This design comes from an exercise in tuning for small area on the open sky130 flow, not from production work.
At most, simulation tests tie the RTL to the original design; equivalence was not proved.
Only the layout flow was run in runs 5 to 7; the RTL was not checked for function there.
Power and IR drop assume default switching activity. The flow treats the clock pin as an ideal source, which a real chip does not have.

File: flow/design.v
module tile_stats_accum #(
    parameter int PIX_WIDTH   = 8,
    parameter int IMG_WIDTH   = 640,
    parameter int IMG_HEIGHT  = 480,
    parameter int TILE_WIDTH  = 16,
    parameter int TILE_HEIGHT = 16,
    localparam int TX_W = $clog2(IMG_WIDTH / TILE_WIDTH),
    localparam int TY_W = $clog2(IMG_HEIGHT / TILE_HEIGHT)
) (
    input  logic                 iClk,
    input  logic                 iRst,
    input  logic                 iValid,
    input  logic                 iSof,
    input  logic [PIX_WIDTH-1:0] iData,
    output logic                 oValid,
    output logic [TX_W-1:0]      oTileX,
    output logic [TY_W-1:0]      oTileY,
    output logic [PIX_WIDTH-1:0] oMean,
    output logic [PIX_WIDTH-1:0] oMin,
    output logic [PIX_WIDTH-1:0] oMax,
    output logic                 oFrameDone
);
    localparam int TILES_X = IMG_WIDTH / TILE_WIDTH;
    localparam int TILES_Y = IMG_HEIGHT / TILE_HEIGHT;
    localparam int LXW     = $clog2(TILE_WIDTH);
    localparam int LYW     = $clog2(TILE_HEIGHT);
    localparam int AREA_W  = $clog2(TILE_WIDTH * TILE_HEIGHT);
    localparam int SUM_W   = PIX_WIDTH + AREA_W;
    localparam int ENT_W   = SUM_W + 2 * PIX_WIDTH;
    logic [LXW-1:0]  lx, eLx;
    logic [LYW-1:0]  ly, eLy;
    logic [TX_W-1:0] col, eCol;
    logic [TY_W-1:0] row, eRow;
    logic            sof, runEnd, lineEnd, tileRowEnd, frameEnd;
    logic            tileFirst, tileLast;
    assign sof  = iValid && iSof;
    assign eLx  = sof ? '0 : lx;
    assign eLy  = sof ? '0 : ly;
    assign eCol = sof ? '0 : col;
    assign eRow = sof ? '0 : row;
    assign runEnd     = &eLx;
    assign lineEnd    = runEnd && (eCol == TX_W'(TILES_X - 1));
    assign tileRowEnd = &eLy;
    assign frameEnd   = tileRowEnd && (eRow == TY_W'(TILES_Y - 1));
    assign tileFirst  = (eLx == '0) && (eLy == '0);
    assign tileLast   = runEnd && tileRowEnd;
    always_ff @(posedge iClk or negedge iRst) begin
        if (!iRst) begin
            lx  <= '0;
            ly  <= '0;
            col <= '0;
            row <= '0;
        end else if (iValid) begin
            lx <= eLx + LXW'(1);
            if (runEnd)
                col <= lineEnd ? '0 : eCol + TX_W'(1);
            else
                col <= eCol;
            if (lineEnd) begin
                ly <= eLy + LYW'(1);
                if (tileRowEnd)
                    row <= frameEnd ? '0 : eRow + TY_W'(1);
                else
                    row <= eRow;
            end else begin
                ly  <= eLy;
                row <= eRow;
            end
        end
    end
    logic [SUM_W-1:0]     curSum, nxtSum;
    logic [PIX_WIDTH-1:0] curMin, curMax, nxtMin, nxtMax;
    logic [ENT_W-1:0]     acc, nxtEnt;
    assign {curSum, curMin, curMax} = acc;
    assign nxtEnt = {nxtSum, nxtMin, nxtMax};
    always_comb begin
        nxtSum = SUM_W'(iData);
        nxtMin = iData;
        nxtMax = iData;
        if (!tileFirst) begin
            nxtSum = curSum + SUM_W'(iData);
            nxtMin = (iData < curMin) ? iData : curMin;
            nxtMax = (iData > curMax) ? iData : curMax;
        end
    end
    logic                 phase;
    logic                 lxHi, lxLo;         
    logic                 shift, shiftN;
    logic [ENT_W-1:0]     ring [1:TILES_X-1];
    logic [ENT_W-1:0]     ringIn;
    assign shift  = iValid & ~iSof & lxHi;
    assign shiftN = ~iValid | iSof | lxLo;
    assign ringIn = nxtEnt ^ {ENT_W{phase}};
    always_ff @(posedge iClk or negedge iRst) begin
        if (!iRst) begin
            phase <= 1'b0;
            lxHi  <= 1'b0;
            lxLo  <= 1'b1;
        end else begin
            phase <= ~phase;
            if (iValid) begin
                lxHi <= (eLx == LXW'(TILE_WIDTH - 2));
                lxLo <= (eLx != LXW'(TILE_WIDTH - 2));
            end
        end
    end
    always_ff @(posedge iClk) begin
        for (int i = 1; i < TILES_X - 1; i++)
            ring[i] <= ~((ring[i+1] | {ENT_W{shiftN}}) & (ring[i] | {ENT_W{shift}}));
        ring[TILES_X-1] <= ~((ringIn | {ENT_W{shiftN}}) & (ring[TILES_X-1] | {ENT_W{shift}}));
    end
    always_ff @(posedge iClk) begin
        if (iValid)
            acc <= runEnd ? (ring[1] ^ {ENT_W{phase}}) : nxtEnt;
    end
    logic rec;
    assign rec = iValid && tileLast;
    always_ff @(posedge iClk or negedge iRst) begin
        if (!iRst) begin
            oValid     <= 1'b0;
            oTileX     <= '0;
            oTileY     <= '0;
            oMean      <= '0;
            oMin       <= '0;
            oMax       <= '0;
            oFrameDone <= 1'b0;
        end else begin
            oValid     <= rec;
            oFrameDone <= rec && lineEnd && frameEnd;
            if (rec) begin
                oTileX <= eCol;
                oTileY <= eRow;
                oMean  <= nxtSum[SUM_W-1:AREA_W];
                oMin   <= nxtMin;
                oMax   <= nxtMax;
            end
        end
    end
endmodule
File: flow/flow/run.sh
#!/bin/bash
# The standard layout, with the port buffers made from the smallest buffer cell
# instead of the one buffer_ports picks by itself. Every port still gets a buffer.
set -euo pipefail
export BUFFER_PORTS_ARGS="-buffer_cell sky130_fd_sc_hd__buf_1"
bash standard.sh > standard_flow.log 2>&1
File: flow/standard.sh
#!/bin/bash
# synth_recipe.tcl (not shown) runs the flow's synth.tcl, then flattens the netlist and writes it again
# the make line also repeats each setting of config.mk as NAME=value (left out here)
make -C /OpenROAD-flow-scripts/flow DESIGN_CONFIG=/design/flow/config.mk WORK_HOME=/design/flow/orfs CLKGATE_MAP_FILE= SYNTH_SCRIPT=/design/flow/synth_recipe.tcl "${@:-finish}"
File: flow/config.mk
export PLATFORM = sky130hd
export DESIGN_NAME = tile_stats_accum
export DESIGN_NICKNAME = tile_stats_accum
export VERILOG_FILES = /design/flow/design.v
export SDC_FILE = /design/flow/constraint.sdc
export NUM_CORES = 4
export LEC_CHECK = 0
export CAP_MARGIN = 20
export CORE_MARGIN = 2
export CORE_UTILIZATION = 40
export CTS_BUF_LIST = sky130_fd_sc_hd__clkbuf_8 sky130_fd_sc_hd__clkbuf_16
export CTS_CLUSTER_DIAMETER = 100
export CTS_CLUSTER_SIZE = 24
export SLEW_MARGIN = 20
File: flow/constraint.sdc
create_clock -name core_clock -period 8.0 [get_ports {iClk}]
set_input_delay 1.6000 -clock core_clock [delete_from_list [all_inputs] [get_ports {iClk}]]
set_output_delay 1.6000 -clock core_clock [all_outputs]
set_load 0.01 [all_outputs]
==> results.sh, run 1 <==
export IMPL_worst_slew_pin_slew_ns=1.17
export IMPL_ios=49
export IMPL_status="no timing/DRC/antenna violations"
export IMPL_fin_crit_sh=0.567
export IMPL_routed_wl_um=67000
export IMPL_drive_above_1_share=0.0390
export IMPL_critPathMaxFanout=250
export IMPL_cts_sinks=1339
export IMPL_overflow=0
export IMPL_grt_pass1_wl_um=112000
export IMPL_p_leak_nw=15.7
export IMPL_final_antenna_net_count=0
export IMPL_max_slew_margin=0.222
export IMPL_grt_total_usage=0.127
export IMPL_switching_share=0.231
export IMPL_rsz0062_at_grt="no"
export IMPL_p_total_mw=12.5
export IMPL_dp_hpwl_um=36600
export IMPL_multi_input_area_um2=10800
export IMPL_finClkSkew_ns=0.0391
export IMPL_drv_slew=0
export IMPL_yosysMostFrequentCell="dfxtp_1"
export IMPL_p_int_mw=9.62
export IMPL_wl_per_cell_um=14.9
export IMPL_r2r_cells=9
export IMPL_p_per_area_nw_per_um2=297
export IMPL_synth_edf_count=32
export IMPL_r2r_slack_ns=5.33
export IMPL_dieArea_um2=102000
export IMPL_hold_path_class="reg -> reg"
export IMPL_ys_seq_area_frac=0.692
export IMPL_cts_buffer_depth=3
export IMPL_grt_pass1_vias=22464
export IMPL_synth_top_flop_cell="dfxtp_1"
export IMPL_hold_viol_final=0
export IMPL_seqCellArea_um2=27400
export IMPL_cp_arrival_ns=5.00
export IMPL_endpoint_kind="flop"
export IMPL_die_w_um=319
export IMPL_whs_ns=0.405
export IMPL_grt_max_degree=274
export IMPL_synth_seq_cells=1339
export IMPL_avgSynthCellArea_um2=11.8
export IMPL_syn_area_um2=39600
export IMPL_yosys_area_top_type="dfxtp_1"
export IMPL_via_per_inst=5.45
export IMPL_clk_latency_ns=0.67
export IMPL_synthArstFlopShare=0.0441
export IMPL_nNetsFinal=3234
export IMPL_gp_congestion=0.795
export IMPL_syn2layout_area_growth_pct=6.36
export IMPL_port_buffers=48
export IMPL_num_vias=24467
export IMPL_antenna_found_initial=1
export IMPL_die_h_um=319
export IMPL_clk_pin_slew_ns=0.09
export IMPL_initial_core_util=0.403
export IMPL_final_cells=4491
export IMPL_clock_power_share=0.268
export IMPL_cts_hold_buffers=0
export IMPL_place_ws_ns=2.85
export IMPL_crit_type="in -> reg"
export IMPL_synth_top_cells_by_area="dfxtp_1, o22ai_1, dfrtp_1, edfxtp_1, clkbuf_1"
export IMPL_crit_required_ns=8.47
export IMPL_finalSetupViolCount=0
export IMPL_cts_setup_buffers=0
export IMPL_netlist_area_leader_share=0.631
export IMPL_maxCapViolations=0
export IMPL_core_um2=98300
export IMPL_p_switching_mw=2.89
export IMPL_setup_tns_final_ns=0
export IMPL_cp_start_kind="primary input"
export IMPL_h_tree_depth=2
export IMPL_drt_pass1_iterations=4
export IMPL_rows=115
export IMPL_fillers=9330
export IMPL_holdPathStages=1
export IMPL_ir_worst_vdd_mv=0.185
export IMPL_cts_tree="yes"
export IMPL_pwr_share_seq=0.640
export IMPL_cts_root_buffer_cell="clkbuf_16"
export IMPL_fmax_mhz=221
export IMPL_synthTopCellsByCount="dfxtp_1, o22ai_1, clkbuf_1"
export IMPL_pwr_share_comb=0.092
export IMPL_placedCellCount=4413
export IMPL_numCtsBuffers=61
export IMPL_setup_ws_ns=3.47
export IMPL_synth_warnings=2
export IMPL_period_minus_slack_ns=4.53
export IMPL_syn_nets=3407
export IMPL_drt_iter0_drc=1602
export IMPL_synthCells=3363
export IMPL_diodes=0
export IMPL_synth_distinct_cells=54
export IMPL_cts_resized=0
export IMPL_drc_errors=0
layer usage:
metal / track usage / wire length, um
met5: 0 / 0
met4: 0.0330 / 1320
met3: 0.0204 / 2240
met2: 0.193 / 28900
met1: 0.187 / 34600
placed cells by master, fill, tap and decap left out, drive strengths merged, types with 7 or more instances in the layout:
cell,netlist,final
dfxtp,1248,1248
o22ai,1247,1247
nand2,75,75
buf,93,68
clkbuf,213,65
dfrtp,58,58
o21ai,54,54
xnor2,48,48
a21oi,44,44
inv,28,39
nor2,38,38
edfxtp,32,32
ha,31,31
xor2,24,24
mux2,22,22
mux2i,15,15
nand3,15,15
o31ai,10,10
and3,8,8
and2,7,7
cell families after synthesis:
family	Yosys count	synth area share
buffers and inverters	334	0.0348
muxes	37	0.0100
DFF	1339	0.692
and+or+nand+nor	167	0.0189
xor gates and xnor gates	72	0.0159
AOI/OAI and AO/OA	1382	0.218
adders and majority gates	32	0.0103
critical path, cell delays in order:
cell and delay, ns:
clkbuf_2 0.23, buf_4 0.54, nor2b_1 0.59, and2_4 0.85, buf_12 0.61, o22ai_1 0.19
flip-flops by register name, indices dropped and copies added (netlist names):
name        flops
ring         1248
acc            32
oMax            8
oMean           8
oMin            8
col             6
oTileX          6
oTileY          5
row             5
lx              4
ly              4
lxHi            1
lxLo            1
oFrameDone      1
oValid          1
phase           1
cell type report:
type                            instances  area share
Clock buffer                           63      0.0372
Multi-Input combinational cell       1690       0.257
Inverter                               28     0.00250
Tap cell                             1287      0.0382
Timing Repair Buffer                   70      0.0117
Clock inverter                         14     0.00252
Sequential cell                      1339       0.651
final timing paths:
check / endpoint / from
max: ring[10][19]$_DFF_P_ / iValid
min: ring[24][21]$_DFF_P_ / ring[25][21]$_DFF_P_
max reg2reg: ring[39][26]$_DFF_P_ / acc[16]$_DFFE_PP_
min reg2reg: ring[24][21]$_DFF_P_ / ring[25][21]$_DFF_P_
max in group asynchronous: phase$_DFF_PN0_ / iRst
min in group asynchronous: oTileX[1]$_DFFE_PN0P_ / iRst
power groups by stage:
stage               Clock [mW]  Sequential (mW)  Combinational (mW)
detailed placement           0             8.15                1.16
finish                    3.35             8.00                1.15
global placement             0             8.14                1.13
global route              3.76             8.11                1.29
floorplan                    0             8.01               0.968
CTS                       3.52             8.01                1.17
per-stage QoR:
| step | util | instance area, um^2 |
|---|---|---|
| floorplan | - | 39600 |
| global placement | 0.411 | 40400 |
| detailed placement | 0.411 | 40400 |
| CTS | 0.428 | 42100 |
| global route | 0.429 | 42100 |
| finish | 0.429 | 42100 |
==> run 2, diff against run 1 <==
--- a/flow/config.mk
+++ b/flow/config.mk
@@ -10,5 +10,5 @@
 export CORE_UTILIZATION = 40
-export CTS_BUF_LIST = sky130_fd_sc_hd__clkbuf_8 sky130_fd_sc_hd__clkbuf_16
+export CTS_BUF_LIST = sky130_fd_sc_hd__clkbuf_16
 export CTS_CLUSTER_DIAMETER = 100
-export CTS_CLUSTER_SIZE = 24
+export CTS_CLUSTER_SIZE = 30
 export SLEW_MARGIN = 20
==> results.sh, run 2 <==
export IMPL_synth_seq_cells=1339
export IMPL_endpoint_kind="flop"
export IMPL_ir_worst_vdd_mv=0.205
export IMPL_h_tree_depth=2
export IMPL_crit_buf_inv=3
export IMPL_synth_top_cells_by_area="dfxtp_1, o22ai_1, dfrtp_1, edfxtp_1, clkbuf_1"
export IMPL_cts_tree="yes"
export IMPL_grt_pass1_wl_um=112000
export IMPL_grt_pass1_vias=22191
export IMPL_drt_pass1_iterations=5
export IMPL_grt_total_usage=0.126
export IMPL_die_w_um=319
export IMPL_yosysMostFrequentCell="dfxtp_1"
export IMPL_syn_area_um2=39600
export IMPL_drt_iter0_drc=1687
export IMPL_syn_nets=3407
export IMPL_critPathCapture="ring[24][2]$_DFF_P_"
export IMPL_final_cell_mix="dfxtp_1, o22ai_1, nand2_1, dfrtp_1, o21ai_0"
export IMPL_status="no timing/DRC/antenna violations"
export IMPL_synth_top_flop_cell="dfxtp_1"
export IMPL_cp_arrival_ns=5.11
export IMPL_die_h_um=319
export IMPL_max_stage_delay_ns=0.86
export IMPL_gp_congestion=0.795
export IMPL_cts_resized=0
export IMPL_routed_wl_um=66700
export IMPL_numCtsBuffers=50
export IMPL_critPathMaxFanout=250
export IMPL_top_regs="ring: 1248 flops, acc: 32 flops"
export IMPL_nNetsFinal=3222
export IMPL_maxCapViolations=0
export IMPL_drc_errors=0
export IMPL_clk_latency_ns=0.66
export IMPL_wl_per_cell_um=14.9
export IMPL_rr_endpoint="ring[26][0]$_DFF_P_"
export IMPL_cts_root_buffer_cell="clkbuf_16"
export IMPL_period_minus_slack_ns=4.63
export IMPL_critPathTopFamily="simple AND/OR/NAND/NOR gates"
export IMPL_cts_buffer_depth=3
export IMPL_synth_distinct_cells=54
export IMPL_r2r_slack_ns=5.30
export IMPL_grt_max_degree=274
export IMPL_rows=115
export IMPL_synth_warnings=2
export IMPL_crit_required_ns=8.47
export IMPL_worstPathCellList="clkbuf_2 > buf_4 > nor2b_1 > and2_4 > buf_12 > o22ai_1"
export IMPL_synthCells=3363
export IMPL_port_buffers=48
export IMPL_hold_viol_final=0
export IMPL_final_common_cell="dfxtp_1"
export IMPL_crit_start="iValid"
export IMPL_worstHoldStart="ring[7][21]$_DFF_P_"
export IMPL_fin_crit_sh=0.579
export IMPL_setup_tns_final_ns=0
export IMPL_finalSetupViolCount=0
export IMPL_dp_hpwl_um=36600
export IMPL_syn2layout_area_growth_pct=5.51
export IMPL_final_antenna_net_count=0
export IMPL_overflow=0
export IMPL_rsz0062_at_grt="no"
export IMPL_clk_pin_slew_ns=0.11
export IMPL_hold_path_class="reg -> reg"
export IMPL_cts_sinks=1339
export IMPL_ys_seq_area_frac=0.692
export IMPL_synth_edf_count=32
export IMPL_max_slew_margin=0.0740
export IMPL_ios=49
export IMPL_synthArstFlopShare=0.0441
export IMPL_netlist_area_leader_share=0.631
export IMPL_synthTopCellsByCount="dfxtp_1, o22ai_1, clkbuf_1"
export IMPL_r2r_cells=3
export IMPL_dieArea_um2=102000
export IMPL_drv_slew=0
export IMPL_cp_depth=6
export IMPL_reg2reg_from="lxLo$_DFFE_PN1P_"
export IMPL_worst_slew_pin_slew_ns=1.39
export IMPL_via_per_inst=5.44
export IMPL_num_vias=24366
export IMPL_p_leak_nw=15.5
export IMPL_fmax_mhz=216
export IMPL_yosys_area_top_type="dfxtp_1"
export IMPL_cts_setup_buffers=0
export IMPL_cts_hold_buffers=0
export IMPL_core_um2=98300
export IMPL_crit_type="in -> reg"
export IMPL_largest_reg_flops=1248
export IMPL_crit_slowest_cell="and2_4"
export IMPL_antenna_found_initial=1
export IMPL_diodes=0
export IMPL_initial_core_util=0.403
export IMPL_final_util=0.425
export IMPL_drive_above_1_share=0.0354
export IMPL_finClkSkew_ns=0.0293
export IMPL_regMostFlops="ring"
export IMPL_cp_start_kind="primary input"
export IMPL_p_per_area_nw_per_um2=293
export IMPL_avgSynthCellArea_um2=11.8
run 2: cell counts after synthesis:
No cell type changed its count.
run 2: worst register-to-register path, cell delays in order, from the launching register on:
cell and delay [ns]:
dfstp_2 0.57, nand2b_4 0.68, buf_12 0.73, o22ai_1 0.55
run 2: layout make-up:
type	instances	area (um^2)
fill	9363	56500
clock inverter	15	110
multi-input combinational	1690	10800
tap	1287	1610
timing repair buffer	69	465
inverter	28	105
clock buffer	50	1250
sequential	1339	27400
run 2: how the worst min path moves through the flow:
| stage | endpoint | cells past startpoint |
|---|---|---|
| after floorplan | ring[39][27]$_DFF_P_ | 1 |
| after detailed placement | ring[21][10]$_DFF_P_ | 1 |
| after global routing | ring[16][25]$_DFF_P_ | 1 |
| final | ring[6][21]$_DFF_P_ | 1 |
| after CTS | ring[6][18]$_DFF_P_ | 1 |
| after global placement | ring[26][7]$_DFF_P_ | 1 |
run 2: kinds of logic after synthesis:
group	count (synthesis)	synth area share
buf+inv	334	0.0348
flops	1339	0.692
xor+xnor	72	0.0159
mux	37	0.0100
compound gates	1382	0.218
simple gates	167	0.0189
fa+ha+maj	32	0.0103
run 2: report_power, final:
part	total (mW)	internal, mW	leakage (nW)	switching (mW)
combinational	1.15	0.662	2.46	0.491
sequential	8.00	7.55	12.4	0.452
clock	3.07	1.15	0.704	1.92
run 2: stage by stage:
step / setup WS (ns) / hold WS, ns / power, mW / cells / cell area, um^2
2_1_floorplan: 4.00 / 0.412 / 8.98 / 3363 / 39600
6_report: 3.37 / 0.415 / 12.2 / 4478 / 41800
5_1_grt: 3.24 / 0.440 / 12.9 / 4478 / 41800
3_5_place_dp: 2.85 / 0.422 / 9.32 / 4413 / 40400
4_1_cts: 3.55 / 0.426 / 12.4 / 4478 / 41800
3_3_place_gp: 2.90 / 0.415 / 9.28 / 4413 / 40400
run 2: layer usage:
layer	global-route usage	vias up	wire, um
met4	0.0315	0	1310
li1	-	12544	-
met3	0.0186	73	1960
met1	0.187	11555	34900
met2	0.192	194	28500
met5	0	-	0
==> run 3, diff against run 2 <==
==> flow/flow/run.sh (replaced) <==
#!/bin/bash
# The standard layout, with two changes to how it is built:
# - the port buffers are made from the smallest buffer cell instead of the one
#   buffer_ports picks by itself (every port still gets a buffer);
# - clock tree synthesis adds no dummy loads to balance the tree.
set -euo pipefail
export BUFFER_PORTS_ARGS="-buffer_cell sky130_fd_sc_hd__buf_1"
export CTS_ARGS="-sink_clustering_enable -repair_clock_nets -sink_clustering_size 30 -sink_clustering_max_diameter 100 -buf_list sky130_fd_sc_hd__clkbuf_16 -dont_use_dummy_load"
bash standard.sh > standard_flow.log 2>&1
==> results.sh, run 3 <==
export IMPL_cts_buffer_depth=3
export IMPL_fmax_mhz=219
export IMPL_fin_crit_sh=0.571
export IMPL_cp_arrival_ns=5.00
export IMPL_synthCells=3363
export IMPL_synthTopCellsByCount="dfxtp_1, o22ai_1, clkbuf_1"
export IMPL_synth_seq_cells=1339
export IMPL_finalSetupViolCount=0
export IMPL_syn_area_um2=39600
export IMPL_final_common_cell="dfxtp_1"
export IMPL_p_leak_nw=15.4
export IMPL_worst_slew_pin_slew_ns=1.23
export IMPL_period_minus_slack_ns=4.57
export IMPL_critPathMaxFanout=250
export IMPL_synth_top_cells_by_area="dfxtp_1, o22ai_1, dfrtp_1, edfxtp_1, clkbuf_1"
export IMPL_status="no timing/DRC/antenna violations"
export IMPL_netlist_area_leader_share=0.631
export IMPL_yosysMostFrequentCell="dfxtp_1"
export IMPL_grt_total_usage=0.126
export IMPL_holdPathStages=1
export IMPL_top_regs="ring: 1248 flops, acc: 32 flops"
export IMPL_final_cell_mix="dfxtp_1, o22ai_1, nand2_1, dfrtp_1, o21ai_0"
export IMPL_synthArstFlopShare=0.0441
export IMPL_ir_worst_vdd_mv=0.244
export IMPL_grt_max_degree=274
export IMPL_routed_wl_um=66700
export IMPL_ys_seq_area_frac=0.692
export IMPL_synth_distinct_cells=54
export IMPL_cts_setup_buffers=0
export IMPL_clk_latency_ns=0.65
export IMPL_max_slew_margin=0.177
export IMPL_die_w_um=319
export IMPL_cts_tree="yes"
export IMPL_regMostFlops="ring"
export IMPL_overflow=0
export IMPL_diodes=0
export IMPL_final_util=0.424
export IMPL_crit_start="iValid"
export IMPL_maxCapViolations=0
export IMPL_dieArea_um2=102000
export IMPL_largest_reg_flops=1248
export IMPL_die_h_um=319
export IMPL_clk_pin_slew_ns=0.11
export IMPL_syn2layout_area_growth_pct=5.23
export IMPL_syn_nets=3407
export IMPL_yosys_area_top_type="dfxtp_1"
export IMPL_synth_warnings=2
export IMPL_cts_hold_buffers=0
export IMPL_cts_root_buffer_cell="clkbuf_16"
export IMPL_worstHoldStart="ring[7][21]$_DFF_P_"
export IMPL_gp_congestion=0.795
export IMPL_wl_per_cell_um=15.0
export IMPL_hold_viol_final=0
export IMPL_cts_sinks=1339
export IMPL_drt_pass1_iterations=5
export IMPL_whs_endpoint="ring[6][21]$_DFF_P_"
export IMPL_crit_type="in -> reg"
export IMPL_core_um2=98300
export IMPL_drc_errors=0
export IMPL_rr_endpoint="ring[39][26]$_DFF_P_"
export IMPL_finClkSkew_ns=0.0666
export IMPL_final_antenna_net_count=0
export IMPL_setup_tns_final_ns=0
export IMPL_port_buffers=48
export IMPL_h_tree_depth=2
export IMPL_hold_path_class="reg -> reg"
export IMPL_p_total_mw=12.1
export IMPL_dp_hpwl_um=36600
export IMPL_initial_core_util=0.403
export IMPL_reg2reg_from="acc[16]$_DFFE_PP_"
export IMPL_grt_pass1_wl_um=112000
export IMPL_ios=49
export IMPL_avgSynthCellArea_um2=11.8
export IMPL_antenna_found_initial=1
export IMPL_drt_iter0_drc=1657
export IMPL_num_vias=24324
export IMPL_p_per_area_nw_per_um2=291
export IMPL_numCtsBuffers=50
export IMPL_synth_edf_count=32
export IMPL_drv_slew=0
export IMPL_cts_resized=0
export IMPL_drive_above_1_share=0.0340
export IMPL_synth_top_flop_cell="dfxtp_1"
export IMPL_rsz0062_at_grt="no"
export IMPL_grt_pass1_vias=22133
export IMPL_crit_required_ns=8.43
export IMPL_via_per_inst=5.45
export IMPL_rows=115
export IMPL_cp_start_kind="primary input"
export IMPL_r2r_cells=9
export IMPL_r2r_slack_ns=5.30
export IMPL_endpoint_kind="flop"
export IMPL_nNetsFinal=3222
[run 3: metal layers]
metal  up-vias  global-route usage  part of all wire
met3        74              0.0169             0.028
met1     11519               0.187              0.52
li1      12530                   -                 -
met5         -                   0                 0
met4         0              0.0329             0.022
met2       201               0.191              0.43
[run 3: final cells by class]
class	count	area [um^2]
clock buffer	50	1250
fill	9370	56600
inverter	28	105
multi-input combinational	1690	10800
sequential	1339	27400
tap	1287	1610
timing repair buffer	69	465
[run 3: critical path: stages]
cell and delay [ns]:
clkbuf_2 0.22, buf_4 0.53, nor2b_1 0.59, and2_4 0.86, buf_12 0.68, o22ai_1 0.18
[run 3: worst max-delay path by stage]
stage | end | slack (ns) | cells past startpoint
global placement | ring[23][30]$_DFF_P_ | 2.90 | 6
detailed placement | ring[10][19]$_DFF_P_ | 2.85 | 6
CTS | ring[10][19]$_DFF_P_ | 3.50 | 6
global route | ring[10][19]$_DFF_P_ | 3.17 | 6
finish | ring[10][19]$_DFF_P_ | 3.43 | 6
floorplan | col[0]$_DFFE_PN0P_ | 4.00 | 12
[run 3: kinds of logic after synthesis]
group | after synthesis | share of synthesized area
AO/OA/AOI/OAI | 1382 | 0.218
XOR/XNOR | 72 | 0.0159
adder cells (fa/ha/maj) | 32 | 0.0103
buffers and inverters | 334 | 0.0348
flip-flops | 1339 | 0.692
multiplexers | 37 | 0.0100
AND/OR/NAND/NOR | 167 | 0.0189
[run 3: per-stage QoR]
stage	cells	setup slack, ns	hold slack [ns]	cell area [um^2]
finish	4463	3.43	0.371	41700
detailed placement	4413	2.85	0.422	40400
global placement	4413	2.90	0.415	40400
global route	4463	3.17	0.399	41700
CTS	4463	3.50	0.384	41700
floorplan	3363	4.00	0.412	39600
[run 3: power breakdown]
group,total [mW],internal (mW),switching (mW)
Combinational,1.15,0.662,0.491
Clock,2.99,1.13,1.86
Sequential,8.00,7.55,0.451
==> run 4, diff against run 3 <==
--- a/flow/config.mk
+++ b/flow/config.mk
@@ -7,3 +7,3 @@
 export LEC_CHECK = 0
-export CAP_MARGIN = 20
+export CAP_MARGIN = 0
 export CORE_MARGIN = 2
@@ -13,2 +13,2 @@
 export CTS_CLUSTER_SIZE = 30
-export SLEW_MARGIN = 20
+export SLEW_MARGIN = 0
==> results.sh, run 4 <==
export IMPL_cts_root_buffer_cell="clkbuf_16"
export IMPL_synthCells=3363
export IMPL_r2r_cells=9
export IMPL_maxCapViolations=0
export IMPL_synth_adder_area_share=0.0103
export IMPL_switching_share=0.231
export IMPL_max_stage_delay_ns=0.86
export IMPL_grt_pass1_vias=22133
export IMPL_regMostFlops="ring"
export IMPL_synth_xor_area_frac=0.0159
export IMPL_dieArea_um2=102000
export IMPL_clk_pin_slew_ns=0.11
export IMPL_cp_start_kind="primary input"
export IMPL_crit_buf_inv=3
export IMPL_clk_latency_ns=0.65
export IMPL_finClkSkew_ns=0.0666
export IMPL_overflow=0
export IMPL_synth_seq_cells=1339
export IMPL_num_vias=24324
export IMPL_grt_max_degree=274
export IMPL_syn2layout_area_growth_pct=5.23
export IMPL_synth_edf_count=32
export IMPL_drive_above_1_share=0.0340
export IMPL_cts_buffer_depth=3
export IMPL_final_antenna_net_count=0
export IMPL_cts_resized=0
export IMPL_synthArstFlopShare=0.0441
export IMPL_via_per_inst=5.45
export IMPL_p_per_area_nw_per_um2=291
export IMPL_pwr_share_seq=0.659
export IMPL_p_switching_mw=2.80
export IMPL_h_tree_depth=2
export IMPL_dp_hpwl_um=36600
export IMPL_synthMuxAreaShare=0.0100
export IMPL_clock_power_share=0.246
export IMPL_cp_arrival_ns=5.00
export IMPL_period_minus_slack_ns=4.57
export IMPL_synth_top_cells_by_area="dfxtp_1, o22ai_1, dfrtp_1, edfxtp_1, clkbuf_1"
export IMPL_synth_top_family_by_area="compound AO/OA/AOI/OAI gates"
export IMPL_ir_worst_vdd_mv=0.244
export IMPL_hold_viol_final=0
export IMPL_endpoint_kind="flop"
export IMPL_core_um2=98300
export IMPL_p_int_mw=9.34
export IMPL_max_slew_margin=0.177
export IMPL_synth_compound_area_share=0.218
export IMPL_ios=49
export IMPL_final_cell_mix="dfxtp_1, o22ai_1, nand2_1, dfrtp_1, o21ai_0"
export IMPL_crit_type="in -> reg"
export IMPL_worstPathCellList="clkbuf_2 > buf_4 > nor2b_1 > and2_4 > buf_12 > o22ai_1"
export IMPL_seqCellArea_um2=27400
export IMPL_wl_per_cell_um=15.0
export IMPL_drt_iter0_drc=1657
export IMPL_drt_pass1_iterations=5
export IMPL_worst_slew_pin_slew_ns=1.23
export IMPL_final_common_cell="dfxtp_1"
export IMPL_critPathTopFamily="simple AND/OR/NAND/NOR gates"
export IMPL_cts_hold_buffers=0
export IMPL_crit_slowest_cell="and2_4"
export IMPL_pwr_share_comb=0.095
export IMPL_final_util=0.424
export IMPL_die_w_um=319
export IMPL_rsz0062_at_grt="no"
export IMPL_syn_nets=3407
export IMPL_fmax_mhz=219
export IMPL_setup_tns_final_ns=0
export IMPL_routed_wl_um=66700
export IMPL_finalSetupViolCount=0
export IMPL_initial_core_util=0.403
export IMPL_cts_tree="yes"
export IMPL_gp_congestion=0.795
export IMPL_yosysMostFrequentCell="dfxtp_1"
export IMPL_multi_input_area_um2=10800
export IMPL_ys_seq_area_frac=0.692
export IMPL_drv_slew=0
export IMPL_die_h_um=319
export IMPL_cts_sinks=1339
export IMPL_hold_path_class="reg -> reg"
export IMPL_yosys_area_top_type="dfxtp_1"
export IMPL_diodes=0
export IMPL_largest_reg_flops=1248
export IMPL_synth_simple_area_share=0.0189
export IMPL_synthTopCellsByCount="dfxtp_1, o22ai_1, clkbuf_1"
export IMPL_fin_crit_sh=0.571
export IMPL_synth_distinct_cells=54
export IMPL_grt_total_usage=0.126
export IMPL_synth_top_flop_cell="dfxtp_1"
export IMPL_numCtsBuffers=50
export IMPL_holdPathStages=1
export IMPL_top_regs="ring: 1248 flops, acc: 32 flops"
export IMPL_rows=115
export IMPL_netlist_area_leader_share=0.631
export IMPL_critPathMaxFanout=250
export IMPL_antenna_found_initial=1
export IMPL_port_buffers=48
export IMPL_drc_errors=0
export IMPL_avgSynthCellArea_um2=11.8
export IMPL_syn_area_um2=39600
export IMPL_cts_setup_buffers=0
export IMPL_synth_warnings=2
export IMPL_status="no timing/DRC/antenna violations"
export IMPL_nNetsFinal=3222
export IMPL_fillers=9370
export IMPL_p_leak_nw=15.4
export IMPL_crit_required_ns=8.43
export IMPL_grt_pass1_wl_um=112000
export IMPL_cp_depth=6
run 4: cell counts after synthesis:
No cell type changed its count.
run 4: cell type report:
cell class | instances | area share
clock buffers | 50 | 0.0300
multi-input cells | 1690 | 0.260
repair buffers | 69 | 0.0112
well taps | 1287 | 0.0386
flip-flops and latches | 1339 | 0.658
inverters | 28 | 0.00252
run 4: stage by stage:
stage	setup slack (ns)	std cells	hold WS, ns	power (mW)	instance area (um^2)
2_1_floorplan	4.00	3363	0.412	8.98	39600
3_3_place_gp	2.90	4413	0.415	9.28	40400
3_5_place_dp	2.85	4413	0.422	9.32	40400
4_1_cts	3.50	4463	0.384	12.3	41700
5_1_grt	3.17	4463	0.399	12.8	41700
6_report	3.43	4463	0.371	12.1	41700
run 4: worst paths after layout:
kind	slack (ns)	end	start
setup / recovery	3.43	ring[10][19]$_DFF_P_	iValid
hold / removal	0.37	ring[6][21]$_DFF_P_	ring[7][21]$_DFF_P_
setup reg to reg	5.30	ring[39][26]$_DFF_P_	acc[16]$_DFFE_PP_
hold reg to reg	0.37	ring[6][21]$_DFF_P_	ring[7][21]$_DFF_P_
max in group asynchronous	6.32	phase$_DFF_PN0_	iRst
min in group asynchronous	1.13	oTileX[1]$_DFFE_PN0P_	iRst
run 4: cells by family after synthesis:
logic type,Yosys count
adders and majority gates,32
muxes,37
AOI/OAI and AO/OA,1382
DFF,1339
and+or+nand+nor,167
xor gates and xnor gates,72
buffers and inverters,334
run 4: per-layer routing:
metal	vias up	share of wire	global-route usage
li1	12530	-	-
met1	11519	0.52	0.187
met2	201	0.43	0.191
met3	74	0.028	0.0169
met4	0	0.022	0.0329
met5	-	0	0
run 4: power by group through the flow:
stage	Combinational, mW	Clock (mW)	Sequential, mW
3_5_place_dp	1.16	0	8.15
2_1_floorplan	0.968	0	8.01
4_1_cts	1.17	3.13	8.01
3_3_place_gp	1.13	0	8.14
6_report	1.15	2.99	8.00
5_1_grt	1.29	3.36	8.11
==> run 5, diff against run 4 <==
--- a/flow/design.v
+++ b/flow/design.v
@@ -70,17 +70,2 @@
     end
-    logic [SUM_W-1:0]     curSum, nxtSum;
-    logic [PIX_WIDTH-1:0] curMin, curMax, nxtMin, nxtMax;
-    logic [ENT_W-1:0]     acc, nxtEnt;
-    assign {curSum, curMin, curMax} = acc;
-    assign nxtEnt = {nxtSum, nxtMin, nxtMax};
-    always_comb begin
-        nxtSum = SUM_W'(iData);
-        nxtMin = iData;
-        nxtMax = iData;
-        if (!tileFirst) begin
-            nxtSum = curSum + SUM_W'(iData);
-            nxtMin = (iData < curMin) ? iData : curMin;
-            nxtMax = (iData > curMax) ? iData : curMax;
-        end
-    end
     logic                 phase;
@@ -88,7 +73,6 @@
     logic                 shift, shiftN;
-    logic [ENT_W-1:0]     ring [1:TILES_X-1];
-    logic [ENT_W-1:0]     ringIn;
+    logic [ENT_W-1:0]     ring [TILES_X];
+    logic [ENT_W-1:0]     nxtEnt, ringIn;
     assign shift  = iValid & ~iSof & lxHi;
     assign shiftN = ~iValid | iSof | lxLo;
-    assign ringIn = nxtEnt ^ {ENT_W{phase}};
     always_ff @(posedge iClk or negedge iRst) begin
@@ -106,3 +90,18 @@
     end
+    logic [SUM_W-1:0]     curSum, nxtSum, addend;
+    logic [PIX_WIDTH-1:0] curMin, curMax, nxtMin, nxtMax, pix;
+    logic                 first, takeMin, takeMax;
+    assign {curSum, curMin, curMax} = ring[0] ^ {ENT_W{phase}};
+    assign first   = iValid & tileFirst;
+    assign pix     = iData & {PIX_WIDTH{iValid}};
+    assign addend  = SUM_W'(pix);
+    assign takeMin = first | (iValid & (pix < curMin));
+    assign takeMax = first | (iValid & (pix > curMax));
+    assign nxtSum  = (first ? '0 : curSum) + addend;
+    assign nxtMin  = takeMin ? pix : curMin;
+    assign nxtMax  = takeMax ? pix : curMax;
+    assign nxtEnt  = {nxtSum, nxtMin, nxtMax};
+    assign ringIn  = nxtEnt ^ {ENT_W{phase}};
     always_ff @(posedge iClk) begin
+        ring[0] <= ~((ring[1] | {ENT_W{shiftN}}) & (ringIn | {ENT_W{shift}}));
         for (int i = 1; i < TILES_X - 1; i++)
@@ -110,6 +109,2 @@
         ring[TILES_X-1] <= ~((ringIn | {ENT_W{shiftN}}) & (ring[TILES_X-1] | {ENT_W{shift}}));
-    end
-    always_ff @(posedge iClk) begin
-        if (iValid)
-            acc <= runEnd ? (ring[1] ^ {ENT_W{phase}}) : nxtEnt;
     end
==> flow/flow/run.sh (replaced) <==
#!/bin/bash
# The standard layout, with the port buffers made from the smallest buffer cell
# instead of the one buffer_ports picks by itself. Every port still gets a buffer.
set -euo pipefail
export BUFFER_PORTS_ARGS="-buffer_cell sky130_fd_sc_hd__buf_1"
bash standard.sh > standard_flow.log 2>&1
--- a/flow/config.mk
+++ b/flow/config.mk
@@ -7,3 +7,3 @@
 export LEC_CHECK = 0
-export CAP_MARGIN = 0
+export CAP_MARGIN = 20
 export CORE_MARGIN = 2
@@ -13,2 +13,2 @@
 export CTS_CLUSTER_SIZE = 30
-export SLEW_MARGIN = 0
+export SLEW_MARGIN = 20
==> results.sh, run 5 <==
export IMPL_placed_cell_area_um2=41000
export IMPL_clock_power_share=0.212
export IMPL_antenna_found_initial=0
export IMPL_p_total_mw=14.9
export IMPL_synth_edf_count=0
export IMPL_rsz0062_at_grt="no"
export IMPL_dp_hpwl_um=38100
export IMPL_fillers=9464
export IMPL_setup_tns_final_ns=0
export IMPL_finalSetupViolCount=0
export IMPL_cp_start_kind="primary input"
export IMPL_drt_iter0_drc=1789
export IMPL_routed_wl_um=68900
export IMPL_switching_share=0.266
export IMPL_ios=49
export IMPL_period_minus_slack_ns=5.63
export IMPL_synthCells=3527
export IMPL_avgSynthCellArea_um2=11.4
export IMPL_via_per_inst=5.51
export IMPL_cp_arrival_ns=6.15
export IMPL_hold_path_class="reg -> reg"
export IMPL_syn_area_um2=40200
export IMPL_yosys_area_top_type="dfxtp_1"
export IMPL_synth_warnings=2
export IMPL_status="no timing/DRC/antenna violations"
export IMPL_synth_distinct_cells=69
export IMPL_p_int_mw=10.9
export IMPL_diodes=0
export IMPL_synth_top_flop_cell="dfxtp_1"
export IMPL_grt_pass1_vias=22901
export IMPL_critPathMaxFanout=62
export IMPL_maxCapViolations=0
export IMPL_drt_pass1_iterations=5
export IMPL_synthTopCellsByCount="dfxtp_1, o22ai_1, clkbuf_1"
export IMPL_syn2layout_area_growth_pct=5.52
export IMPL_pwr_share_seq=0.670
export IMPL_pwr_share_comb=0.118
export IMPL_drc_errors=0
export IMPL_final_common_cell="dfxtp_1"
export IMPL_core_um2=99900
export IMPL_crit_type="in -> reg"
export IMPL_grt_pass1_wl_um=116000
export IMPL_synth_seq_cells=1339
export IMPL_dieArea_um2=103000
export IMPL_gp_congestion=0.839
export IMPL_finClkSkew_ns=0.0516
export IMPL_drive_above_1_share=0.0348
export IMPL_cts_root_buffer_cell="clkbuf_16"
export IMPL_overflow=0
export IMPL_cts_setup_buffers=0
export IMPL_cts_buffer_depth=3
export IMPL_yosysMostFrequentCell="dfxtp_1"
export IMPL_worst_slew_pin_slew_ns=1.13
export IMPL_regMostFlops="ring"
export IMPL_crit_start="iSof"
export IMPL_max_slew_margin=0.246
export IMPL_die_w_um=321
export IMPL_syn_nets=3572
export IMPL_largest_reg_flops=1280
export IMPL_synth_top_cells_by_area="dfxtp_1, o22ai_1, dfrtp_1, clkbuf_1, xnor2_1"
export IMPL_nNetsFinal=3371
export IMPL_ir_worst_vdd_mv=0.199
export IMPL_drv_slew=0
export IMPL_grt_max_degree=264
export IMPL_initial_core_util=0.402
export IMPL_port_buffers=48
export IMPL_crit_required_ns=8.53
export IMPL_die_h_um=321
export IMPL_final_cell_mix="dfxtp_1, o22ai_1, nand2_1, nor2_1, dfrtp_1"
export IMPL_final_antenna_net_count=0
export IMPL_cts_tree="yes"
export IMPL_ys_seq_area_frac=0.675
export IMPL_stdcell_area_um2=42400
export IMPL_numCtsBuffers=52
export IMPL_grt_total_usage=0.127
export IMPL_wl_per_cell_um=14.9
export IMPL_fmax_mhz=178
export IMPL_rows=116
export IMPL_fin_crit_sh=0.703
export IMPL_clk_latency_ns=0.65
export IMPL_netlist_area_leader_share=0.638
export IMPL_reg2reg_from="phase$_DFF_PN0_"
export IMPL_endpoint_kind="flop"
export IMPL_p_leak_nw=15.7
export IMPL_worstHoldStart="ring[16][28]$_DFF_P_"
export IMPL_num_vias=25511
export IMPL_cts_sinks=1339
export IMPL_synthArstFlopShare=0.0441
export IMPL_p_per_area_nw_per_um2=350
export IMPL_clk_pin_slew_ns=0.11
export IMPL_cts_resized=0
export IMPL_hold_viol_final=0
export IMPL_cts_hold_buffers=0
export IMPL_p_switching_mw=3.95
export IMPL_h_tree_depth=2
==> run 5: cell count changes after synthesis, sizes merged, moves of 19 or more <==
cell | previous run | this run
dfxtp | 1248 | 1280
clkbuf | 213 | 244
nand3 | 15 | 34
nor2 | 38 | 75
nor3 | 5 | 30
edfxtp | 32 | 0
o221ai | 2 | 35
==> run 5: cells by family (layout without fill, tap and decap cells) <==
| group | count (synthesis) | after routing | share of synthesized area |
|---|---|---|---|
| and+or+nand+nor | 287 | 287 | 0.0338 |
| muxes | 8 | 8 | 0.00215 |
| adders and majority gates | 33 | 33 | 0.0105 |
| buffers and inverters | 355 | 163 | 0.0361 |
| AOI/OAI and AO/OA | 1434 | 1434 | 0.227 |
| DFF | 1339 | 1339 | 0.675 |
| xor gates and xnor gates | 71 | 71 | 0.0155 |
==> run 5: path summary, 6_finish.rpt <==
path                            slack [ns]  cells past startpoint              endpoint
min in group asynchronous             1.06                      2   oMin[7]$_DFFE_PN0P_
worst min register to register        0.43                      1  ring[15][28]$_DFF_P_
worst max-delay path                  2.37                     16  ring[39][29]$_DFF_P_
worst max register to register        3.96                     13  ring[39][28]$_DFF_P_
worst min-delay path                  0.43                      1  ring[15][28]$_DFF_P_
max in group asynchronous             6.36                      2       phase$_DFF_PN0_
==> run 5: layout make-up <==
type | instances | area, um^2 | area share
repair buffers | 79 | 527 | 0.0124
inverters | 21 | 78.8 | 0.00186
well taps | 1298 | 1620 | 0.0383
multi-input cells | 1833 | 11600 | 0.274
clock buffers | 52 | 1300 | 0.0307
clock inverters | 11 | 119 | 0.00280
flip-flops and latches | 1339 | 27100 | 0.639
==> run 5: layer usage <==
layer,vias to the layer above,GRT usage,part of all wire
li1,13196,-,-
met1,12051,0.191,0.53
met2,181,0.193,0.43
met3,83,0.0166,0.023
met4,0,0.0322,0.018
met5,-,0,0
==> run 5: metrics by stage <==
stage	hold slack, ns	setup WS (ns)	util	cells
after detailed placement	0.427	1.71	0.410	4570
after floorplan	0.412	2.48	-	3527
final	0.429	2.37	0.424	4633
after global placement	0.417	1.78	0.410	4570
after global routing	0.440	2.01	0.424	4633
after CTS	0.429	2.41	0.424	4633
==> run 5: critical path: stages <==
cell and delay [ns]:
buf_1 0.52, nand2_1 0.61, and2_1 0.39, inv_1 0.06, ha_1 0.13, nand3_1 0.12
a211o_4 0.58, and2_1 0.26, ha_1 0.27, and3_1 0.19, o221ai_1 0.23, a211oi_2 0.35
o21bai_2 0.21, or3_1 0.39, nand4_1 0.12, o22ai_1 0.09
==> run 5: power groups by stage <==
stage / logic [mW] / clock network [mW] / registers (mW)
final: 1.75 / 3.15 / 9.95
after global routing: 2.03 / 3.52 / 10.2
after CTS: 1.76 / 3.29 / 9.96
after detailed placement: 1.75 / 0 / 10.1
after global placement: 1.66 / 0 / 10.1
after floorplan: 1.50 / 0 / 9.73
==> run 6, diff against run 5 <==
--- a/flow/design.v
+++ b/flow/design.v
@@ -74,3 +74,3 @@
     logic [ENT_W-1:0]     ring [TILES_X];
-    logic [ENT_W-1:0]     nxtEnt, ringIn;
+    logic [ENT_W-1:0]     nxtE, keep0;
     assign shift  = iValid & ~iSof & lxHi;
@@ -90,21 +90,20 @@
     end
-    logic [SUM_W-1:0]     curSum, nxtSum, addend;
-    logic [PIX_WIDTH-1:0] curMin, curMax, nxtMin, nxtMax, pix;
-    logic                 first, takeMin, takeMax;
-    assign {curSum, curMin, curMax} = ring[0] ^ {ENT_W{phase}};
-    assign first   = iValid & tileFirst;
-    assign pix     = iData & {PIX_WIDTH{iValid}};
-    assign addend  = SUM_W'(pix);
-    assign takeMin = first | (iValid & (pix < curMin));
-    assign takeMax = first | (iValid & (pix > curMax));
-    assign nxtSum  = (first ? '0 : curSum) + addend;
-    assign nxtMin  = takeMin ? pix : curMin;
-    assign nxtMax  = takeMax ? pix : curMax;
-    assign nxtEnt  = {nxtSum, nxtMin, nxtMax};
-    assign ringIn  = nxtEnt ^ {ENT_W{phase}};
+    logic [SUM_W-1:0]     curSumE, nxtSumE, addE;
+    logic [PIX_WIDTH-1:0] curMinE, curMaxE, nxtMinE, nxtMaxE, dE;
+    logic                 takeMin, takeMax;
+    assign {curSumE, curMinE, curMaxE} = ring[0];
+    assign dE      = iData ^ {PIX_WIDTH{phase}};
+    assign addE    = {{(SUM_W - PIX_WIDTH){phase}}, dE};
+    assign takeMin = tileFirst | ((dE < curMinE) ^ phase);
+    assign takeMax = tileFirst | ((dE > curMaxE) ^ phase);
+    assign nxtSumE = tileFirst ? addE : curSumE + addE + SUM_W'(phase);
+    assign nxtMinE = takeMin ? dE : curMinE;
+    assign nxtMaxE = takeMax ? dE : curMaxE;
+    assign nxtE    = {nxtSumE, nxtMinE, nxtMaxE};
+    assign keep0   = iValid ? nxtE : ring[0];
     always_ff @(posedge iClk) begin
-        ring[0] <= ~((ring[1] | {ENT_W{shiftN}}) & (ringIn | {ENT_W{shift}}));
+        ring[0] <= ~((ring[1] | {ENT_W{shiftN}}) & (keep0 | {ENT_W{shift}}));
         for (int i = 1; i < TILES_X - 1; i++)
             ring[i] <= ~((ring[i+1] | {ENT_W{shiftN}}) & (ring[i] | {ENT_W{shift}}));
-        ring[TILES_X-1] <= ~((ringIn | {ENT_W{shiftN}}) & (ring[TILES_X-1] | {ENT_W{shift}}));
+        ring[TILES_X-1] <= ~((nxtE | {ENT_W{shiftN}}) & (ring[TILES_X-1] | {ENT_W{shift}}));
     end
@@ -127,5 +126,5 @@
                 oTileY <= eRow;
-                oMean  <= nxtSum[SUM_W-1:AREA_W];
-                oMin   <= nxtMin;
-                oMax   <= nxtMax;
+                oMean  <= nxtSumE[SUM_W-1:AREA_W] ^ {PIX_WIDTH{phase}};
+                oMin   <= nxtMinE ^ {PIX_WIDTH{phase}};
+                oMax   <= nxtMaxE ^ {PIX_WIDTH{phase}};
             end
==> results.sh, run 6 <==
export IMPL_worstHoldStart="ring[25][8]$_DFF_P_"
export IMPL_avgSynthCellArea_um2=11.6
export IMPL_numCtsBuffers=51
export IMPL_synth_top_cells_by_area="dfxtp_1, o22ai_1, dfrtp_1, clkbuf_1, ha_1"
export IMPL_synthTopCellsByCount="dfxtp_1, o22ai_1, clkbuf_1"
export IMPL_initial_core_util=0.403
export IMPL_final_common_cell="dfxtp_1"
export IMPL_fmax_mhz=232
export IMPL_synth_seq_cells=1339
export IMPL_pwr_share_comb=0.109
export IMPL_yosys_area_top_type="dfxtp_1"
export IMPL_hold_viol_final=0
export IMPL_overflow=0
export IMPL_wl_per_cell_um=14.7
export IMPL_port_buffers=48
export IMPL_final_antenna_net_count=0
export IMPL_r2r_cells=10
export IMPL_syn_nets=3467
export IMPL_netlist_area_leader_share=0.647
export IMPL_fin_crit_sh=0.538
export IMPL_die_h_um=319
export IMPL_r2r_slack_ns=3.86
export IMPL_syn_area_um2=39600
export IMPL_grt_pass1_vias=23135
export IMPL_cts_tree="yes"
export IMPL_grt_pass1_wl_um=113000
export IMPL_switching_share=0.251
export IMPL_p_switching_mw=3.14
export IMPL_gp_congestion=0.813
export IMPL_reg2reg_from="phase$_DFF_PN0_"
export IMPL_synth_warnings=2
export IMPL_dp_hpwl_um=37100
export IMPL_cts_root_buffer_cell="clkbuf_16"
export IMPL_via_per_inst=5.51
export IMPL_critPathMaxFanout=20
export IMPL_regMostFlops="ring"
export IMPL_endpoint_kind="flop"
export IMPL_drive_above_1_share=0.0361
export IMPL_drt_iter0_drc=1549
export IMPL_status="no timing/DRC/antenna violations"
export IMPL_grt_total_usage=0.125
export IMPL_clock_power_share=0.246
export IMPL_ys_seq_area_frac=0.684
export IMPL_num_vias=24906
export IMPL_rows=115
export IMPL_grt_max_degree=245
export IMPL_die_w_um=319
export IMPL_synthCells=3416
export IMPL_max_slew_margin=0.241
export IMPL_final_cell_mix="dfxtp_1, o22ai_1, nand2_1, dfrtp_1, clkbuf_16"
export IMPL_synth_edf_count=0
export IMPL_rr_endpoint="oMean[4]$_DFFE_PN0P_"
export IMPL_yosysMostFrequentCell="dfxtp_1"
export IMPL_p_int_mw=9.38
export IMPL_drv_slew=0
export IMPL_synth_top_flop_cell="dfxtp_1"
export IMPL_dieArea_um2=102000
export IMPL_setup_tns_final_ns=0
export IMPL_cts_hold_buffers=0
export IMPL_crit_required_ns=8.51
export IMPL_h_tree_depth=2
export IMPL_nNetsFinal=3281
export IMPL_rsz0062_at_grt="no"
export IMPL_clk_latency_ns=0.65
export IMPL_whs_endpoint="ring[25][8]$_DFF_P_"
export IMPL_placed_cell_area_um2=40500
export IMPL_p_leak_nw=15.6
export IMPL_crit_type="in -> reg"
export IMPL_drt_pass1_iterations=4
export IMPL_crit_start="iSof"
export IMPL_finalSetupViolCount=0
export IMPL_synth_distinct_cells=57
export IMPL_ir_worst_vdd_mv=0.155
export IMPL_core_um2=98300
export IMPL_clk_pin_slew_ns=0.12
export IMPL_diodes=0
export IMPL_cts_resized=0
export IMPL_pwr_share_seq=0.645
export IMPL_period_minus_slack_ns=4.30
export IMPL_ios=49
export IMPL_stdcell_area_um2=41900
export IMPL_cts_buffer_depth=3
export IMPL_synthArstFlopShare=0.0441
export IMPL_cts_sinks=1339
export IMPL_cts_setup_buffers=0
export IMPL_holdPathStages=1
export IMPL_drc_errors=0
export IMPL_largest_reg_flops=1280
export IMPL_cp_start_kind="primary input"
export IMPL_cp_arrival_ns=4.81
export IMPL_finClkSkew_ns=0.0342
export IMPL_antenna_found_initial=0
export IMPL_maxCapViolations=0
export IMPL_hold_path_class="reg -> reg"
export IMPL_routed_wl_um=66600
export IMPL_final_util=0.426
export IMPL_p_per_area_nw_per_um2=299
export IMPL_worst_slew_pin_slew_ns=1.14
export IMPL_whs_ns=0.438
export IMPL_syn2layout_area_growth_pct=5.70
[run 6: cell count changes after synthesis, sizes merged, moves of 10 or more]
cell,change
a21oi,-11
buf,-70
clkbuf,+49
mux2,+19
mux2i,+12
nor2,-52
nor3,-28
o21ai,+13
o221ai,-14
or3,+10
xnor2,-31
[run 6: worst max path at each step]
stage                                to  slack (ns)  cells past startpoint
global route        ring[39][4]$_DFF_P_        3.44                     11
CTS                 ring[39][3]$_DFF_P_        3.73                     11
floorplan           oMax[7]$_DFFE_PN0P_        3.78                     15
detailed placement  ring[39][3]$_DFF_P_        3.03                     11
finish              ring[0][10]$_DFF_P_        3.70                     11
global placement    ring[0][15]$_DFF_P_        3.09                     11
[run 6: final cells by class]
| type | instances | area (um^2) |
|---|---|---|
| clock buffers | 51 | 1280 |
| flip-flops and latches | 1339 | 27100 |
| well taps | 1287 | 1610 |
| multi-input cells | 1734 | 11200 |
| repair buffers | 74 | 477 |
| fillers | 9319 | 56400 |
| inverters | 30 | 113 |
| clock inverters | 9 | 82.6 |
[run 6: cell families after synthesis]
kind of cell,synth area share
and+or+nand+nor,0.0220
DFF,0.684
muxes,0.0109
buffers and inverters,0.0333
adders and majority gates,0.0125
AOI/OAI and AO/OA,0.226
xor gates and xnor gates,0.0114
[run 6: layer usage]
metal  up-vias  track usage  share of wire
met5         -            0              0
met4         0       0.0276          0.016
met3        62       0.0191          0.030
met2       204        0.193           0.42
met1     11831        0.184           0.53
li1      12809            -              -
[run 6: worst max-delay path, stage by stage]
cell	delay (ns)
buf_1	0.30
nand2_1	0.56
and2_1	0.26
inv_1	0.06
ha_1	0.21
o211ai_1	0.08
buf_4	0.28
nand2_1	0.16
mux2i_4	0.73
nand2b_1	0.38
o221ai_1	0.17
[run 6: power by group through the flow]
stage,logic (mW),clock network [mW],registers (mW)
after floorplan,1.10,0,8.05
after global placement,1.32,0,8.22
after detailed placement,1.36,0,8.22
after CTS,1.36,3.24,8.07
after global routing,1.54,3.46,8.18
final,1.36,3.08,8.07
[run 6: per-stage QoR]
stage	std cells	power, mW	setup WS, ns
2_1_floorplan	3416	9.15	3.78
3_3_place_gp	4464	9.53	3.09
3_5_place_dp	4464	9.58	3.03
4_1_cts	4524	12.7	3.73
5_1_grt	4524	13.2	3.44
6_report	4524	12.5	3.70
==> run 7, diff against run 6 <==
--- a/flow/design.v
+++ b/flow/design.v
@@ -74,3 +74,3 @@
     logic [ENT_W-1:0]     ring [TILES_X];
-    logic [ENT_W-1:0]     nxtE, keep0;
+    logic [ENT_W-1:0]     nxtE;
     assign shift  = iValid & ~iSof & lxHi;
@@ -90,11 +90,13 @@
     end
-    logic [SUM_W-1:0]     curSumE, nxtSumE, addE;
+    logic [SUM_W-1:0]     curSumE, baseE, nxtSumE, addE;
     logic [PIX_WIDTH-1:0] curMinE, curMaxE, nxtMinE, nxtMaxE, dE;
-    logic                 takeMin, takeMax;
+    logic                 first, takeMin, takeMax;
     assign {curSumE, curMinE, curMaxE} = ring[0];
-    assign dE      = iData ^ {PIX_WIDTH{phase}};
-    assign addE    = {{(SUM_W - PIX_WIDTH){phase}}, dE};
-    assign takeMin = tileFirst | ((dE < curMinE) ^ phase);
-    assign takeMax = tileFirst | ((dE > curMaxE) ^ phase);
-    assign nxtSumE = tileFirst ? addE : curSumE + addE + SUM_W'(phase);
+    assign first   = iValid & tileFirst;
+    assign dE      = (iData ^ {PIX_WIDTH{phase}}) & {PIX_WIDTH{iValid}};
+    assign addE    = {{(SUM_W - PIX_WIDTH){phase & iValid}}, dE};
+    assign takeMin = first | (iValid & ((dE < curMinE) ^ phase));
+    assign takeMax = first | (iValid & ((dE > curMaxE) ^ phase));
+    assign baseE   = first ? '0 : curSumE;
+    assign nxtSumE = baseE + addE + SUM_W'(phase & iValid & ~first);
     assign nxtMinE = takeMin ? dE : curMinE;
@@ -102,5 +104,4 @@
     assign nxtE    = {nxtSumE, nxtMinE, nxtMaxE};
-    assign keep0   = iValid ? nxtE : ring[0];
     always_ff @(posedge iClk) begin
-        ring[0] <= ~((ring[1] | {ENT_W{shiftN}}) & (keep0 | {ENT_W{shift}}));
+        ring[0] <= ~((ring[1] | {ENT_W{shiftN}}) & (nxtE | {ENT_W{shift}}));
         for (int i = 1; i < TILES_X - 1; i++)
--- a/flow/config.mk
+++ b/flow/config.mk
@@ -7,2 +7,3 @@
 export LEC_CHECK = 0
+export ABC_AREA = 1
 export CAP_MARGIN = 20
==> results.sh, run 7 <==
export IMPL_setup_ws_ns=2.33
export IMPL_grt_max_degree=273
export IMPL_regMostFlops="ring"
export IMPL_grt_pass1_wl_um=113000
export IMPL_max_slew_margin=0.223
export IMPL_clk_pin_slew_ns=0.12
export IMPL_yosysMostFrequentCell="o22ai_1"
export IMPL_cp_start_kind="primary input"
export IMPL_cts_tree="yes"
export IMPL_maxCapViolations=0
export IMPL_synth_edf_count=0
export IMPL_cts_root_buffer_cell="clkbuf_16"
export IMPL_overflow=0
export IMPL_final_antenna_net_count=0
export IMPL_synth_top_flop_cell="dfxtp_1"
export IMPL_crit_start="iValid"
export IMPL_drc_errors=0
export IMPL_finalSetupViolCount=0
export IMPL_ir_worst_vdd_mv=0.204
export IMPL_p_per_area_nw_per_um2=305
export IMPL_rsz0062_at_grt="no"
export IMPL_core_um2=98400
export IMPL_drt_pass1_iterations=5
export IMPL_drt_iter0_drc=1634
export IMPL_largest_reg_flops=1280
export IMPL_die_w_um=319
export IMPL_grt_total_usage=0.126
export IMPL_wl_per_cell_um=14.3
export IMPL_initial_core_util=0.403
export IMPL_synth_seq_cells=1339
export IMPL_status="no timing/DRC/antenna violations"
export IMPL_cts_hold_buffers=0
export IMPL_port_buffers=48
export IMPL_die_h_um=319
export IMPL_syn2layout_area_growth_pct=5.30
export IMPL_routed_wl_um=66400
export IMPL_via_per_inst=5.36
export IMPL_finClkSkew_ns=0.0317
export IMPL_yosys_area_top_type="dfxtp_1"
export IMPL_clk_latency_ns=0.65
export IMPL_fmax_mhz=176
export IMPL_critPathMaxFanout=27
export IMPL_period_minus_slack_ns=5.67
export IMPL_endpoint_kind="flop"
export IMPL_cts_sinks=1339
export IMPL_rows=115
export IMPL_synthCells=3541
export IMPL_ios=49
export IMPL_r2r_slack_ns=3.62
export IMPL_place_ws_ns=1.61
export IMPL_synthTopCellsByCount="o22ai_1, dfxtp_1, nand2_1"
export IMPL_num_vias=24981
export IMPL_h_tree_depth=2
export IMPL_numCtsBuffers=50
export IMPL_netlist_area_leader_share=0.646
export IMPL_gp_congestion=0.781
export IMPL_fin_crit_sh=0.709
export IMPL_hold_path_class="reg -> reg"
export IMPL_synthArstFlopShare=0.0441
export IMPL_p_leak_nw=16.1
export IMPL_cts_setup_buffers=0
export IMPL_synth_top_cells_by_area="dfxtp_1, o22ai_1, dfrtp_1, buf_2, nand2_1"
export IMPL_worst_slew_pin_slew_ns=1.17
export IMPL_syn_area_um2=39700
export IMPL_drive_above_1_share=0.0347
export IMPL_ys_seq_area_frac=0.683
export IMPL_critPathCapture="oMean[4]$_DFFE_PN0P_"
export IMPL_rr_endpoint="oMean[4]$_DFFE_PN0P_"
export IMPL_hold_viol_final=0
export IMPL_grt_pass1_vias=22520
export IMPL_nNetsFinal=3413
export IMPL_final_common_cell="o22ai_1"
export IMPL_syn_nets=3592
export IMPL_diodes=0
export IMPL_dp_hpwl_um=35800
export IMPL_r2r_cells=22
export IMPL_reg2reg_from="lx[1]$_DFFE_PN0P_"
export IMPL_dieArea_um2=102000
export IMPL_cts_buffer_depth=3
export IMPL_setup_tns_final_ns=0
export IMPL_antenna_found_initial=0
export IMPL_crit_type="in -> reg"
export IMPL_cts_resized=0
export IMPL_synth_warnings=2
export IMPL_synth_distinct_cells=47
export IMPL_drv_slew=0
export IMPL_final_cell_mix="o22ai_1, dfxtp_1, nand2_1, inv_1, nand3_1"
export IMPL_avgSynthCellArea_um2=11.2
export IMPL_p_total_mw=12.7
export IMPL_crit_required_ns=8.53
export IMPL_cp_arrival_ns=6.21
run 7: changes by cell type after synthesis, moves of 35 or more:
cell and change:
buf_2 +167, inv_1 +79, nor2_1 +35, nand3_1 +45
nand2_1 +105, clkbuf_1 -181
run 7: stage by stage:
stage | hold WS (ns) | utilization | area, um^2 | instances
after CTS | 0.405 | 0.424 | 41800 | 4657
final | 0.414 | 0.425 | 41800 | 4658
after global placement | 0.430 | 0.411 | 40400 | 4596
after detailed placement | 0.435 | 0.411 | 40400 | 4596
after floorplan | 0.420 | - | 39700 | 3541
after global routing | 0.419 | 0.425 | 41800 | 4658
run 7: critical path: stages:
cell,delay [ns]
buf_1,0.12
nand2_2,0.20
inv_1,0.41
nor2_1,0.12
inv_1,0.10
ha_1,0.13
and3_1,0.20
nand4_4,0.08
buf_4,0.25
inv_1,0.46
nor2_1,0.13
fa_1,0.49
fa_1,0.48
nand3_1,0.10
nand2_1,0.09
a21oi_1,0.29
inv_1,0.10
nand2_1,0.07
nand2_1,0.07
a21boi_0,0.22
xor2_1,0.23
inv_1,0.11
nand2_1,0.07
a31oi_1,0.08
run 7: worst min path at each step:
stage | slack, ns | end | start | depth (start not counted)
global placement | 0.43 | ring[22][22]$_DFF_P_ | ring[23][22]$_DFF_P_ | 1
finish | 0.41 | ring[1][30]$_DFF_P_ | ring[2][30]$_DFF_P_ | 1
floorplan | 0.42 | ring[38][29]$_DFF_P_ | ring[39][29]$_DFF_P_ | 1
global route | 0.42 | ring[1][30]$_DFF_P_ | ring[2][30]$_DFF_P_ | 1
detailed placement | 0.44 | ring[13][18]$_DFF_P_ | ring[14][18]$_DFF_P_ | 1
CTS | 0.40 | ring[1][30]$_DFF_P_ | ring[2][30]$_DFF_P_ | 1
run 7: metal layers:
layer / track usage / vias to the layer above / share of wire
met5: 0 / - / 0
met4: 0.0297 / 0 / 0.018
met3: 0.0177 / 77 / 0.023
met2: 0.186 / 145 / 0.42
met1: 0.192 / 11827 / 0.54
li1: - / 12932 / -
run 7: layout make-up:
class | count | area, um^2
clock buffer | 52 | 1300
clock inverter | 9 | 61.3
fill | 9392 | 56600
inverter | 118 | 450
multi-input combinational | 1778 | 10800
sequential | 1339 | 27100
tap | 1287 | 1610
timing repair buffer | 75 | 508
run 7: where the power goes:
group / switching (mW) / internal (mW)
Sequential: 0.524 / 7.69
Clock: 1.89 / 1.18
Combinational: 0.670 / 0.788
run 7: kinds of logic after synthesis:
logic type               synth area share
AND/OR/NAND/NOR                    0.0406
adder cells (fa/ha/maj)            0.0127
flip-flops                          0.683
AO/OA/AOI/OAI                       0.213
XOR/XNOR                          0.00526
buffers and inverters              0.0461

==> separate check: timing with driven ports <==
In the flow no input, the clock included, has a driving cell. The finished layouts below were timed again as built, in two steps. Step 1, drivers: a clkbuf_16 drives iClk and a buf_2 each remaining input, both assumed. Step 2 moves the port delays by t, midway between the first and last clock arrival at a register: inputs arrive t later, outputs are due t later. That takes back most of the time a late clock gives input paths. Slacks: ideal / step 1 / step 2; pairs: ideal / step 1.
| run | t, ns | setup slack, ns | worst setup path at the end | pins driven straight from the clock port |
|---|---|---|---|---|
| run 1 | 0.714 | 3.466 / 3.483 / 2.769 | input to register | 1 |
| run 2 | 0.703 | 3.365 / 3.379 / 2.677 | input to register | 1 |
| run 3 | 0.676 | 3.429 / 3.444 / 2.768 | input to register | 1 |
| run 4 | 0.676 | 3.429 / 3.444 / 2.768 | input to register | 1 |
| run 5 | 0.699 | 2.373 / 2.402 / 1.704 | input to register | 1 |
| run 6 | 0.696 | 3.695 / 3.723 / 3.027 | input to register | 1 |
| run 7 | 0.705 | 2.326 / 2.370 / 1.665 | input to register | 1 |
After both steps every run listed still meets setup and hold. For run 1, which loses most, drivers alone change the setup slack by +0.017 ns; drivers and shift together by -0.697 ns.
